What follows belongs to an exercise in optimizing a design on an open flow for small area and a short achievable clock period; a production flow would make more cautious choices.
Function was checked by simulation only, so behaviour that the tests miss may differ from the original.

==> run C: inputs <==
==> flow/design.v <==
localparam [6:0] OP_IMM = 7'b0010011;
localparam [6:0] OP     = 7'b0110011;
localparam [2:0] F3_ADD  = 3'b000;
localparam [2:0] F3_SLL  = 3'b001;
localparam [2:0] F3_SLT  = 3'b010;
localparam [2:0] F3_SLTU = 3'b011;
localparam [2:0] F3_XOR  = 3'b100;
localparam [2:0] F3_SR   = 3'b101;   
localparam [2:0] F3_OR   = 3'b110;
localparam [2:0] F3_AND  = 3'b111;
`timescale 1ns/1ps
`default_nettype none
module aluUnit (
    input  logic        sub,
    input  logic        selAdd,
    input  logic        selSlt,
    input  logic        selSltu,
    input  logic        selSll,
    input  logic        selSr,
    input  logic        sra,
    input  logic        selXor,
    input  logic        selOr,
    input  logic        selAnd,
    input  logic [31:0] a,
    input  logic [31:0] b,
    output logic [31:0] result
);
    logic [31:0] bx;
    logic [33:0] t;
    logic [31:0] sum;
    logic        carry;
    logic        lessU, lessS;
    logic [4:0]  shamt;
    logic [31:0] sll, sr;
    logic        fill;
    assign bx    = b ^ {32{sub}};
    assign t     = {1'b0, a, 1'b1} + {1'b0, bx, sub};
    assign sum   = t[32:1];
    assign carry = t[33];
    assign lessU = ~carry;                                    
    assign lessS = (a[31] ^ b[31]) ? a[31] : sum[31];         
    assign shamt = b[4:0];
    assign fill  = sra & a[31];
    assign sll   = a << shamt;
    assign sr    = 32'($signed({fill, a}) >>> shamt);
    assign result = ({32{selAdd}} & sum)
                  | ({32{selSll}} & sll)
                  | ({32{selSr }} & sr)
                  | ({32{selXor}} & (a ^ b))
                  | ({32{selOr }} & (a | b))
                  | ({32{selAnd}} & (a & b))
                  | {31'b0, (selSlt & lessS) | (selSltu & lessU)};
endmodule
`default_nettype wire
`timescale 1ns/1ps
`default_nettype none
module regFile (
    input  logic        clk,
    input  logic        rst_n,
    input  logic [4:0]  rs1,
    input  logic [4:0]  rs2,
    output logic [31:0] rs1Data,
    output logic [31:0] rs2Data,
    input  logic        wrEn,
    input  logic [4:0]  wrReg,
    input  logic [31:0] wrData
);
    logic [31:0] regs [1:31];
    logic [31:1] valid;
    logic [31:1] we;
    logic [31:1] sel1, sel2;
    logic        byp1, byp2;
    always_comb begin
        for (int i = 1; i < 32; i++) begin
            we[i]   = wrEn && (wrReg == i[4:0]);
            sel1[i] = valid[i] && (rs1 == i[4:0]);
            sel2[i] = valid[i] && (rs2 == i[4:0]);
        end
    end
    always_ff @(posedge clk or negedge rst_n) begin
        if (!rst_n)
            valid <= '0;
        else
            valid <= valid | we;
    end
    always_ff @(posedge clk) begin
        for (int i = 1; i < 32; i++)
            if (we[i])
                regs[i] <= wrData;
    end
    assign byp1 = wrEn && (wrReg == rs1);
    assign byp2 = wrEn && (wrReg == rs2);
    always_comb begin
        rs1Data = '0;
        rs2Data = '0;
        for (int i = 1; i < 32; i++) begin
            rs1Data = rs1Data | ({32{sel1[i]}} & regs[i]);
            rs2Data = rs2Data | ({32{sel2[i]}} & regs[i]);
        end
        if (byp1) rs1Data = wrData;
        if (byp2) rs2Data = wrData;
    end
endmodule
`default_nettype wire
`timescale 1ns/1ps
`default_nettype none
module fetchUnit (
    input  logic        clk,
    input  logic        rst_n,
    output logic [31:0] imemAddr,
    input  logic [31:0] imemInsn,
    output logic        f_wen,
    output logic        f_isImm,
    output logic [4:0]  f_rd,
    output logic [4:0]  f_rs1,
    output logic [2:0]  f_funct3,
    output logic [11:0] f_imm      
);
localparam [6:0] OP_IMM = 7'b0010011;
localparam [6:0] OP     = 7'b0110011;
localparam [2:0] F3_ADD  = 3'b000;
localparam [2:0] F3_SLL  = 3'b001;
localparam [2:0] F3_SLT  = 3'b010;
localparam [2:0] F3_SLTU = 3'b011;
localparam [2:0] F3_XOR  = 3'b100;
localparam [2:0] F3_SR   = 3'b101;   
localparam [2:0] F3_OR   = 3'b110;
localparam [2:0] F3_AND  = 3'b111;
    logic [13:0] pcWord;    
    assign imemAddr = {16'h0000, pcWord, 2'b00};
    logic isOpImm, isOp;
    assign isOpImm = (imemInsn[6:0] == OP_IMM);
    assign isOp    = (imemInsn[6:0] == OP);
    always_ff @(posedge clk or negedge rst_n) begin
        if (!rst_n) begin
            pcWord <= '0;
            f_wen  <= 1'b0;
        end else begin
            pcWord <= pcWord + 14'd1;
            f_wen  <= (isOpImm || isOp) && (imemInsn[11:7] != 5'd0);
        end
    end
    always_ff @(posedge clk) begin
        f_isImm  <= ~imemInsn[5];           
        f_rd     <= imemInsn[11:7];
        f_rs1    <= imemInsn[19:15];
        f_funct3 <= imemInsn[14:12];
        f_imm    <= imemInsn[31:20];
    end
endmodule
`default_nettype wire
`timescale 1ns/1ps
`default_nettype none
module decodeStage (
    input  logic        clk,
    input  logic        rst_n,
    input  logic        f_wen,
    input  logic        f_isImm,
    input  logic [4:0]  f_rd,
    input  logic [4:0]  f_rs1,
    input  logic [2:0]  f_funct3,
    input  logic [11:0] f_imm,
    input  logic        wbValid,
    input  logic [4:0]  wbReg,
    input  logic [31:0] wbData,
    output logic        issueWen,
    output logic [4:0]  issueRd,
    output logic [31:0] issueA,
    output logic [31:0] issueB,
    output logic        issueFwdA,
    output logic        issueFwdB,
    output logic        issueSub,      
    output logic        issueSelAdd,
    output logic        issueSelSlt,
    output logic        issueSelSltu,
    output logic        issueSelSll,
    output logic        issueSelSr,
    output logic        issueSra,
    output logic        issueSelXor,
    output logic        issueSelOr,
    output logic        issueSelAnd
);
localparam [6:0] OP_IMM = 7'b0010011;
localparam [6:0] OP     = 7'b0110011;
localparam [2:0] F3_ADD  = 3'b000;
localparam [2:0] F3_SLL  = 3'b001;
localparam [2:0] F3_SLT  = 3'b010;
localparam [2:0] F3_SLTU = 3'b011;
localparam [2:0] F3_XOR  = 3'b100;
localparam [2:0] F3_SR   = 3'b101;   
localparam [2:0] F3_OR   = 3'b110;
localparam [2:0] F3_AND  = 3'b111;
    logic        d_wen;
    logic        d_isImm;
    logic [4:0]  d_rd;
    logic [4:0]  d_rs1;
    logic [2:0]  d_funct3;
    logic [11:0] d_imm;
    always_ff @(posedge clk or negedge rst_n) begin
        if (!rst_n)
            d_wen <= 1'b0;
        else
            d_wen <= f_wen;
    end
    always_ff @(posedge clk) begin
        d_isImm  <= f_isImm;
        d_rd     <= f_rd;
        d_rs1    <= f_rs1;
        d_funct3 <= f_funct3;
        d_imm    <= f_imm;
    end
    logic [4:0]  rs2;
    logic        altBit;
    logic [31:0] rs1Data, rs2Data;
    assign rs2    = d_imm[4:0];
    assign altBit = d_imm[10];      
    regFile regFile_inst (
        .clk     (clk),
        .rst_n   (rst_n),
        .rs1     (d_rs1),
        .rs2     (rs2),
        .rs1Data (rs1Data),
        .rs2Data (rs2Data),
        .wrEn    (wbValid),
        .wrReg   (wbReg),
        .wrData  (wbData)
    );
    always_ff @(posedge clk or negedge rst_n) begin
        if (!rst_n)
            issueWen <= 1'b0;
        else
            issueWen <= d_wen;
    end
    always_ff @(posedge clk) begin
        issueRd      <= d_rd;
        issueA       <= rs1Data;
        issueB       <= d_isImm ? {{20{d_imm[11]}}, d_imm} : rs2Data;
        issueFwdA    <= issueWen && (issueRd == d_rs1);
        issueFwdB    <= !d_isImm && issueWen && (issueRd == rs2);
        issueSub     <= (d_funct3 == F3_ADD && !d_isImm && altBit) ||
                        d_funct3 == F3_SLT || d_funct3 == F3_SLTU;
        issueSelAdd  <= d_funct3 == F3_ADD;
        issueSelSlt  <= d_funct3 == F3_SLT;
        issueSelSltu <= d_funct3 == F3_SLTU;
        issueSelSll  <= d_funct3 == F3_SLL;
        issueSelSr   <= d_funct3 == F3_SR;
        issueSra     <= altBit;
        issueSelXor  <= d_funct3 == F3_XOR;
        issueSelOr   <= d_funct3 == F3_OR;
        issueSelAnd  <= d_funct3 == F3_AND;
    end
endmodule
`default_nettype wire
`timescale 1ns/1ps
`default_nettype none
module executeStage (
    input  logic        clk,
    input  logic        rst_n,
    input  logic        issueWen,
    input  logic [4:0]  issueRd,
    input  logic [31:0] issueA,
    input  logic [31:0] issueB,
    input  logic        issueFwdA,
    input  logic        issueFwdB,
    input  logic        issueSub,
    input  logic        issueSelAdd,
    input  logic        issueSelSlt,
    input  logic        issueSelSltu,
    input  logic        issueSelSll,
    input  logic        issueSelSr,
    input  logic        issueSra,
    input  logic        issueSelXor,
    input  logic        issueSelOr,
    input  logic        issueSelAnd,
    output logic        wbValid,
    output logic [4:0]  wbReg,
    output logic [31:0] wbData
);
    logic [31:0] opA, opB, aluResult;
    assign opA = issueFwdA ? wbData : issueA;
    assign opB = issueFwdB ? wbData : issueB;
    aluUnit aluUnit_inst (
        .sub     (issueSub),
        .selAdd  (issueSelAdd),
        .selSlt  (issueSelSlt),
        .selSltu (issueSelSltu),
        .selSll  (issueSelSll),
        .selSr   (issueSelSr),
        .sra     (issueSra),
        .selXor  (issueSelXor),
        .selOr   (issueSelOr),
        .selAnd  (issueSelAnd),
        .a       (opA),
        .b       (opB),
        .result  (aluResult)
    );
    always_ff @(posedge clk or negedge rst_n) begin
        if (!rst_n)
            wbValid <= 1'b0;
        else
            wbValid <= issueWen;
    end
    always_ff @(posedge clk) begin
        wbReg  <= issueRd;
        wbData <= aluResult;
    end
endmodule
`default_nettype wire
`timescale 1ns/1ps
`default_nettype none
module rvCore (
    input  logic        clk,
    input  logic        rst_n,
    output logic [31:0] imemAddr,
    input  logic [31:0] imemInsn,
    output logic        retireValid,
    output logic [4:0]  retireReg,
    output logic [31:0] retireData
);
    logic        f_wen;
    logic        f_isImm;
    logic [4:0]  f_rd;
    logic [4:0]  f_rs1;
    logic [2:0]  f_funct3;
    logic [11:0] f_imm;
    logic        issueWen;
    logic [4:0]  issueRd;
    logic [31:0] issueA;
    logic [31:0] issueB;
    logic        issueFwdA;
    logic        issueFwdB;
    logic        issueSub;
    logic        issueSelAdd;
    logic        issueSelSlt;
    logic        issueSelSltu;
    logic        issueSelSll;
    logic        issueSelSr;
    logic        issueSra;
    logic        issueSelXor;
    logic        issueSelOr;
    logic        issueSelAnd;
    fetchUnit fetchUnit_inst (
        .clk      (clk),
        .rst_n    (rst_n),
        .imemAddr (imemAddr),
        .imemInsn (imemInsn),
        .f_wen    (f_wen),
        .f_isImm  (f_isImm),
        .f_rd     (f_rd),
        .f_rs1    (f_rs1),
        .f_funct3 (f_funct3),
        .f_imm    (f_imm)
    );
    decodeStage decodeStage_inst (
        .clk          (clk),
        .rst_n        (rst_n),
        .f_wen        (f_wen),
        .f_isImm      (f_isImm),
        .f_rd         (f_rd),
        .f_rs1        (f_rs1),
        .f_funct3     (f_funct3),
        .f_imm        (f_imm),
        .wbValid      (retireValid),
        .wbReg        (retireReg),
        .wbData       (retireData),
        .issueWen     (issueWen),
        .issueRd      (issueRd),
        .issueA       (issueA),
        .issueB       (issueB),
        .issueFwdA    (issueFwdA),
        .issueFwdB    (issueFwdB),
        .issueSub     (issueSub),
        .issueSelAdd  (issueSelAdd),
        .issueSelSlt  (issueSelSlt),
        .issueSelSltu (issueSelSltu),
        .issueSelSll  (issueSelSll),
        .issueSelSr   (issueSelSr),
        .issueSra     (issueSra),
        .issueSelXor  (issueSelXor),
        .issueSelOr   (issueSelOr),
        .issueSelAnd  (issueSelAnd)
    );
    executeStage executeStage_inst (
        .clk          (clk),
        .rst_n        (rst_n),
        .issueWen     (issueWen),
        .issueRd      (issueRd),
        .issueA       (issueA),
        .issueB       (issueB),
        .issueFwdA    (issueFwdA),
        .issueFwdB    (issueFwdB),
        .issueSub     (issueSub),
        .issueSelAdd  (issueSelAdd),
        .issueSelSlt  (issueSelSlt),
        .issueSelSltu (issueSelSltu),
        .issueSelSll  (issueSelSll),
        .issueSelSr   (issueSelSr),
        .issueSra     (issueSra),
        .issueSelXor  (issueSelXor),
        .issueSelOr   (issueSelOr),
        .issueSelAnd  (issueSelAnd),
        .wbValid      (retireValid),
        .wbReg        (retireReg),
        .wbData       (retireData)
    );
endmodule
`default_nettype wire
==> flow/run.sh <==
#!/bin/bash
# synth_recipe.tcl (not shown) runs the flow's synth.tcl, then flattens the netlist and writes it again
# the make line also repeats each setting of config.mk as NAME=value (left out here)
make -C /OpenROAD-flow-scripts/flow DESIGN_CONFIG=/design/flow/config.mk WORK_HOME=/design/flow/orfs CLKGATE_MAP_FILE= SYNTH_SCRIPT=/design/flow/synth_recipe.tcl finish
==> flow/config.mk <==
export PLATFORM = sky130hd
export DESIGN_NAME = rvCore
export DESIGN_NICKNAME = rvCore
export VERILOG_FILES = /design/flow/design.v
export SDC_FILE = /design/flow/constraint.sdc
export NUM_CORES = 4
export LEC_CHECK = 0
export CAP_MARGIN = 20
export CORE_MARGIN = 2
export CORE_UTILIZATION = 55
export PLACE_DENSITY = 0.65
export SETUP_SLACK_MARGIN = 3.0
export SLEW_MARGIN = 20
==> flow/constraint.sdc <==
create_clock -name core_clock -period 6.0 [get_ports {clk}]
set_input_delay 1.2000 -clock core_clock [delete_from_list [all_inputs] [get_ports {clk}]]
set_output_delay 1.2000 -clock core_clock [all_outputs]
set_load 0.01 [all_outputs]
==> run R (differences from run C) <==
--- a/flow/design.v
+++ b/flow/design.v
@@ -23,22 +23,17 @@
     input  logic        selAnd,
     input  logic [31:0] a,
-    input  logic [31:0] b,
+    input  logic [31:0] bx,
+    input  logic [4:0]  shamt,
     output logic [31:0] result
 );
-    logic [31:0] bx;
-    logic [33:0] t;
+    logic [32:0] t;
     logic [31:0] sum;
-    logic        carry;
     logic        lessU, lessS;
-    logic [4:0]  shamt;
     logic [31:0] sll, sr;
     logic        fill;
-    assign bx    = b ^ {32{sub}};
-    assign t     = {1'b0, a, 1'b1} + {1'b0, bx, sub};
+    assign t     = {a, 1'b1} + {bx, sub};
     assign sum   = t[32:1];
-    assign carry = t[33];
-    assign lessU = ~carry;                                    
-    assign lessS = (a[31] ^ b[31]) ? a[31] : sum[31];         
-    assign shamt = b[4:0];
+    assign lessU = (a[31] ~^ bx[31]) ? ~bx[31] : sum[31];    
+    assign lessS = (a[31] ~^ bx[31]) ?  a[31]  : sum[31];    
     assign fill  = sra & a[31];
     assign sll   = a << shamt;
@@ -47,7 +42,7 @@
                   | ({32{selSll}} & sll)
                   | ({32{selSr }} & sr)
-                  | ({32{selXor}} & (a ^ b))
-                  | ({32{selOr }} & (a | b))
-                  | ({32{selAnd}} & (a & b))
+                  | ({32{selXor}} & (a ^ bx))
+                  | ({32{selOr }} & (a | bx))
+                  | ({32{selAnd}} & (a & bx))
                   | {31'b0, (selSlt & lessS) | (selSltu & lessU)};
 endmodule
@@ -58,6 +53,10 @@
     input  logic        clk,
     input  logic        rst_n,
-    input  logic [4:0]  rs1,
-    input  logic [4:0]  rs2,
+    input  logic [3:0]  rs1Hi,      
+    input  logic [7:0]  rs1Lo,      
+    input  logic [3:0]  rs2Hi,
+    input  logic [7:0]  rs2Lo,
+    input  logic        byp1,       
+    input  logic        byp2,
     output logic [31:0] rs1Data,
     output logic [31:0] rs2Data,
@@ -70,10 +69,9 @@
     logic [31:1] we;
     logic [31:1] sel1, sel2;
-    logic        byp1, byp2;
     always_comb begin
         for (int i = 1; i < 32; i++) begin
             we[i]   = wrEn && (wrReg == i[4:0]);
-            sel1[i] = valid[i] && (rs1 == i[4:0]);
-            sel2[i] = valid[i] && (rs2 == i[4:0]);
+            sel1[i] = valid[i] && rs1Hi[i / 8] && rs1Lo[i % 8];
+            sel2[i] = valid[i] && rs2Hi[i / 8] && rs2Lo[i % 8];
         end
     end
@@ -89,6 +87,4 @@
                 regs[i] <= wrData;
     end
-    assign byp1 = wrEn && (wrReg == rs1);
-    assign byp2 = wrEn && (wrReg == rs2);
     always_comb begin
         rs1Data = '0;
@@ -164,10 +160,10 @@
     input  logic [4:0]  wbReg,
     input  logic [31:0] wbData,
+    input  logic [31:0] aluResult,     
     output logic        issueWen,
     output logic [4:0]  issueRd,
     output logic [31:0] issueA,
-    output logic [31:0] issueB,
-    output logic        issueFwdA,
-    output logic        issueFwdB,
+    output logic [31:0] issueB,        
+    output logic [4:0]  issueShamt,    
     output logic        issueSub,      
     output logic        issueSelAdd,
@@ -197,9 +193,27 @@
     logic [2:0]  d_funct3;
     logic [11:0] d_imm;
+    logic [3:0]  d_rs1Hi, d_rs2Hi;
+    logic [7:0]  d_rs1Lo, d_rs2Lo;
+    logic        d_byp1, d_byp2;
     always_ff @(posedge clk or negedge rst_n) begin
-        if (!rst_n)
-            d_wen <= 1'b0;
-        else
-            d_wen <= f_wen;
+        if (!rst_n) begin
+            d_wen  <= 1'b0;
+            d_byp1 <= 1'b0;
+            d_byp2 <= 1'b0;
+        end else begin
+            d_wen  <= f_wen;
+            d_byp1 <= issueWen && (issueRd == f_rs1);
+            d_byp2 <= issueWen && (issueRd == f_imm[4:0]);
+        end
+    end
+    always_ff @(posedge clk) begin
+        for (int j = 0; j < 4; j++) begin
+            d_rs1Hi[j] <= (f_rs1[4:3] == j[1:0]);
+            d_rs2Hi[j] <= (f_imm[4:3] == j[1:0]);
+        end
+        for (int j = 0; j < 8; j++) begin
+            d_rs1Lo[j] <= (f_rs1[2:0] == j[2:0]);
+            d_rs2Lo[j] <= (f_imm[2:0] == j[2:0]);
+        end
     end
     always_ff @(posedge clk) begin
@@ -218,6 +232,10 @@
         .clk     (clk),
         .rst_n   (rst_n),
-        .rs1     (d_rs1),
-        .rs2     (rs2),
+        .rs1Hi   (d_rs1Hi),
+        .rs1Lo   (d_rs1Lo),
+        .rs2Hi   (d_rs2Hi),
+        .rs2Lo   (d_rs2Lo),
+        .byp1    (d_byp1),
+        .byp2    (d_byp2),
         .rs1Data (rs1Data),
         .rs2Data (rs2Data),
@@ -226,4 +244,12 @@
         .wrData  (wbData)
     );
+    logic subNext, fwdANext, fwdBNext, shiftNext;
+    logic [31:0] bNext;
+    assign subNext  = (d_funct3 == F3_ADD && !d_isImm && altBit) ||
+                      d_funct3 == F3_SLT || d_funct3 == F3_SLTU;
+    assign fwdANext = issueWen && (issueRd == d_rs1);
+    assign fwdBNext = !d_isImm && issueWen && (issueRd == rs2);
+    assign bNext    = d_isImm ? {{20{d_imm[11]}}, d_imm} : rs2Data;
+    assign shiftNext = (d_funct3 == F3_SLL) || (d_funct3 == F3_SR);
     always_ff @(posedge clk or negedge rst_n) begin
         if (!rst_n)
@@ -234,10 +260,8 @@
     always_ff @(posedge clk) begin
         issueRd      <= d_rd;
-        issueA       <= rs1Data;
-        issueB       <= d_isImm ? {{20{d_imm[11]}}, d_imm} : rs2Data;
-        issueFwdA    <= issueWen && (issueRd == d_rs1);
-        issueFwdB    <= !d_isImm && issueWen && (issueRd == rs2);
-        issueSub     <= (d_funct3 == F3_ADD && !d_isImm && altBit) ||
-                        d_funct3 == F3_SLT || d_funct3 == F3_SLTU;
+        issueA       <= fwdANext ? aluResult : rs1Data;
+        issueB       <= (fwdBNext ? aluResult : bNext) ^ {32{subNext}};
+        issueShamt   <= !shiftNext ? 5'd0 : fwdBNext ? aluResult[4:0] : bNext[4:0];
+        issueSub     <= subNext;
         issueSelAdd  <= d_funct3 == F3_ADD;
         issueSelSlt  <= d_funct3 == F3_SLT;
@@ -261,6 +285,5 @@
     input  logic [31:0] issueA,
     input  logic [31:0] issueB,
-    input  logic        issueFwdA,
-    input  logic        issueFwdB,
+    input  logic [4:0]  issueShamt,
     input  logic        issueSub,
     input  logic        issueSelAdd,
@@ -273,11 +296,11 @@
     input  logic        issueSelOr,
     input  logic        issueSelAnd,
+    output logic [31:0] aluResult,
     output logic        wbValid,
     output logic [4:0]  wbReg,
-    output logic [31:0] wbData
+    output logic [31:0] wbData,
+    output logic [4:0]  retireReg,
+    output logic [31:0] retireData
 );
-    logic [31:0] opA, opB, aluResult;
-    assign opA = issueFwdA ? wbData : issueA;
-    assign opB = issueFwdB ? wbData : issueB;
     aluUnit aluUnit_inst (
         .sub     (issueSub),
@@ -291,13 +314,19 @@
         .selOr   (issueSelOr),
         .selAnd  (issueSelAnd),
-        .a       (opA),
-        .b       (opB),
+        .a       (issueA),
+        .bx      (issueB),
+        .shamt   (issueShamt),
         .result  (aluResult)
     );
     always_ff @(posedge clk or negedge rst_n) begin
-        if (!rst_n)
-            wbValid <= 1'b0;
-        else
-            wbValid <= issueWen;
+        if (!rst_n) begin
+            wbValid    <= 1'b0;
+            retireReg  <= '0;
+            retireData <= '0;
+        end else begin
+            wbValid    <= issueWen;
+            retireReg  <= issueRd;
+            retireData <= aluResult;
+        end
     end
     always_ff @(posedge clk) begin
@@ -328,6 +357,8 @@
     logic [31:0] issueA;
     logic [31:0] issueB;
-    logic        issueFwdA;
-    logic        issueFwdB;
+    logic [4:0]  issueShamt;
+    logic [31:0] aluResult;
+    logic [4:0]  wbReg;
+    logic [31:0] wbData;
     logic        issueSub;
     logic        issueSelAdd;
@@ -362,12 +393,12 @@
         .f_imm        (f_imm),
         .wbValid      (retireValid),
-        .wbReg        (retireReg),
-        .wbData       (retireData),
+        .wbReg        (wbReg),
+        .wbData       (wbData),
+        .aluResult    (aluResult),
         .issueWen     (issueWen),
         .issueRd      (issueRd),
         .issueA       (issueA),
         .issueB       (issueB),
-        .issueFwdA    (issueFwdA),
-        .issueFwdB    (issueFwdB),
+        .issueShamt   (issueShamt),
         .issueSub     (issueSub),
         .issueSelAdd  (issueSelAdd),
@@ -388,6 +419,5 @@
         .issueA       (issueA),
         .issueB       (issueB),
-        .issueFwdA    (issueFwdA),
-        .issueFwdB    (issueFwdB),
+        .issueShamt   (issueShamt),
         .issueSub     (issueSub),
         .issueSelAdd  (issueSelAdd),
@@ -400,7 +430,10 @@
         .issueSelOr   (issueSelOr),
         .issueSelAnd  (issueSelAnd),
+        .aluResult    (aluResult),
         .wbValid      (retireValid),
-        .wbReg        (retireReg),
-        .wbData       (retireData)
+        .wbReg        (wbReg),
+        .wbData       (wbData),
+        .retireReg    (retireReg),
+        .retireData   (retireData)
     );
 endmodule
==> flow/flow/run.sh (new file) <==
#!/bin/bash
# The standard layout (standard.sh: its synthesis script, settings and
# ORFS steps), with two changes:
#  - Yosys's full/half-adder extraction is off (ADDER_MAP_FILE empty), so ABC
#    maps the ALU's adder as plain logic instead of chaining fa/ha cells;
#  - clock tree synthesis runs without dummy loads (same CTS arguments as
#    ORFS's default otherwise).
# Registers and everything else are unchanged. ORFS writes each step's full
# log under orfs/logs/; make's own output goes to flow_make.log here.
set -euo pipefail
bash standard.sh ADDER_MAP_FILE= \
  "CTS_ARGS=-sink_clustering_enable -repair_clock_nets -dont_use_dummy_load" \
  finish > flow_make.log 2>&1
==> flow/standard.sh (new file) <==
#!/bin/bash
# synth_recipe.tcl (not shown) runs the flow's synth.tcl, then flattens the netlist and writes it again
# the make line also repeats each setting of config.mk as NAME=value (left out here)
make -C /OpenROAD-flow-scripts/flow DESIGN_CONFIG=/design/flow/config.mk WORK_HOME=/design/flow/orfs CLKGATE_MAP_FILE= SYNTH_SCRIPT=/design/flow/synth_recipe.tcl "${@:-finish}"
Settings changed: CORE_UTILIZATION 55 to 45, PLACE_DENSITY 0.65 to 0.6, SETUP_SLACK_MARGIN 3.0 to 3.4, TNS_END_PERCENT from default to 30.
removed: flow/run.sh
==> run X (differences from run C) <==
Settings changed: CORE_UTILIZATION 55 to 45, PLACE_DENSITY 0.65 to 0.6, SETUP_SLACK_MARGIN 3.0 to default.
==> out/metrics.yaml <==
layout:
  inverters: 73
  design.seq.count: 1211
power_and_ir_drop:
  powerComb_uw: 1110
run_status:
  outcome: "complete, no violations"
drt:
  first_pass_iters: 14
  route.met3.wl_um: 53600
floorplanning:
  die_w_um: 321
  rows: 116
clock_network:
  cts_buffers: 119
logic_synthesis:
  synth_seq_area_share_pct: 62.2
  synthSimpleGateAreaFrac_pct: 7.63
critical_path:
  critPathRequiredTime_ps: 6600
  worstPathMaxFanout: 15
# the run above: run C

==> out/metrics.yaml <==
run_status:
  outcome: "complete, no violations"
floorplanning:
  rows: 128
  die_w_um: 355
critical_path:
  worstPathMaxFanout: 23
clock_network:
  cts_buffers: 131
logic_synthesis:
  synthSimpleGateAreaFrac_pct: 7.63
  synth_seq_area_share_pct: 62.2
layout:
  design.seq.count: 1211
power_and_ir_drop:
  powerComb_uw: 838
drt:
  route.met3.wl_um: 47700
# the run above: run X

==> out/metrics.yaml <==
critical_path:
  worstPathMaxFanout: 11
layout:
  design.seq.count: 1277
  inverters: 62
clock_network:
  cts_buffers: 136
run_status:
  outcome: "complete, no violations"
drt:
  first_pass_iters: 8
  route.met3.wl_um: 49500
floorplanning:
  rows: 130
logic_synthesis:
  synth_seq_area_share_pct: 63.3
power_and_ir_drop:
  powerComb_uw: 938
# the run above: run R

separate check: timing with driven ports:
In the flow no input, the clock included, has a driving cell. The finished layouts below were timed again as built, in two steps.
Step 1 assumes that a clkbuf_16 drives the clock port and a buf_2 every other input.
Step 2 also shifts input and output timing later by t, the mid clock arrival at the registers, as if the neighbouring blocks saw the same clock.
a / b / c = ideal / step 1 / step 2; a / b = the first two.
| run | shift t [ns] | setup WS [ns] | latest minus earliest clock arrival (ns) | cell pins on the clock port's net |
|---|---|---|---|---|
| run C | 0.819 | 2.688 / 2.688 / 2.688 | 0.069 / 0.070 | 1 |
| run R | 0.850 | 2.953 / 2.936 / 2.953 | 0.079 / 0.078 | 1 |
| run X | 0.849 | 1.487 / 1.487 / 1.487 | 0.031 / 0.031 | 1 |
After both steps setup and hold are still met in every run listed.
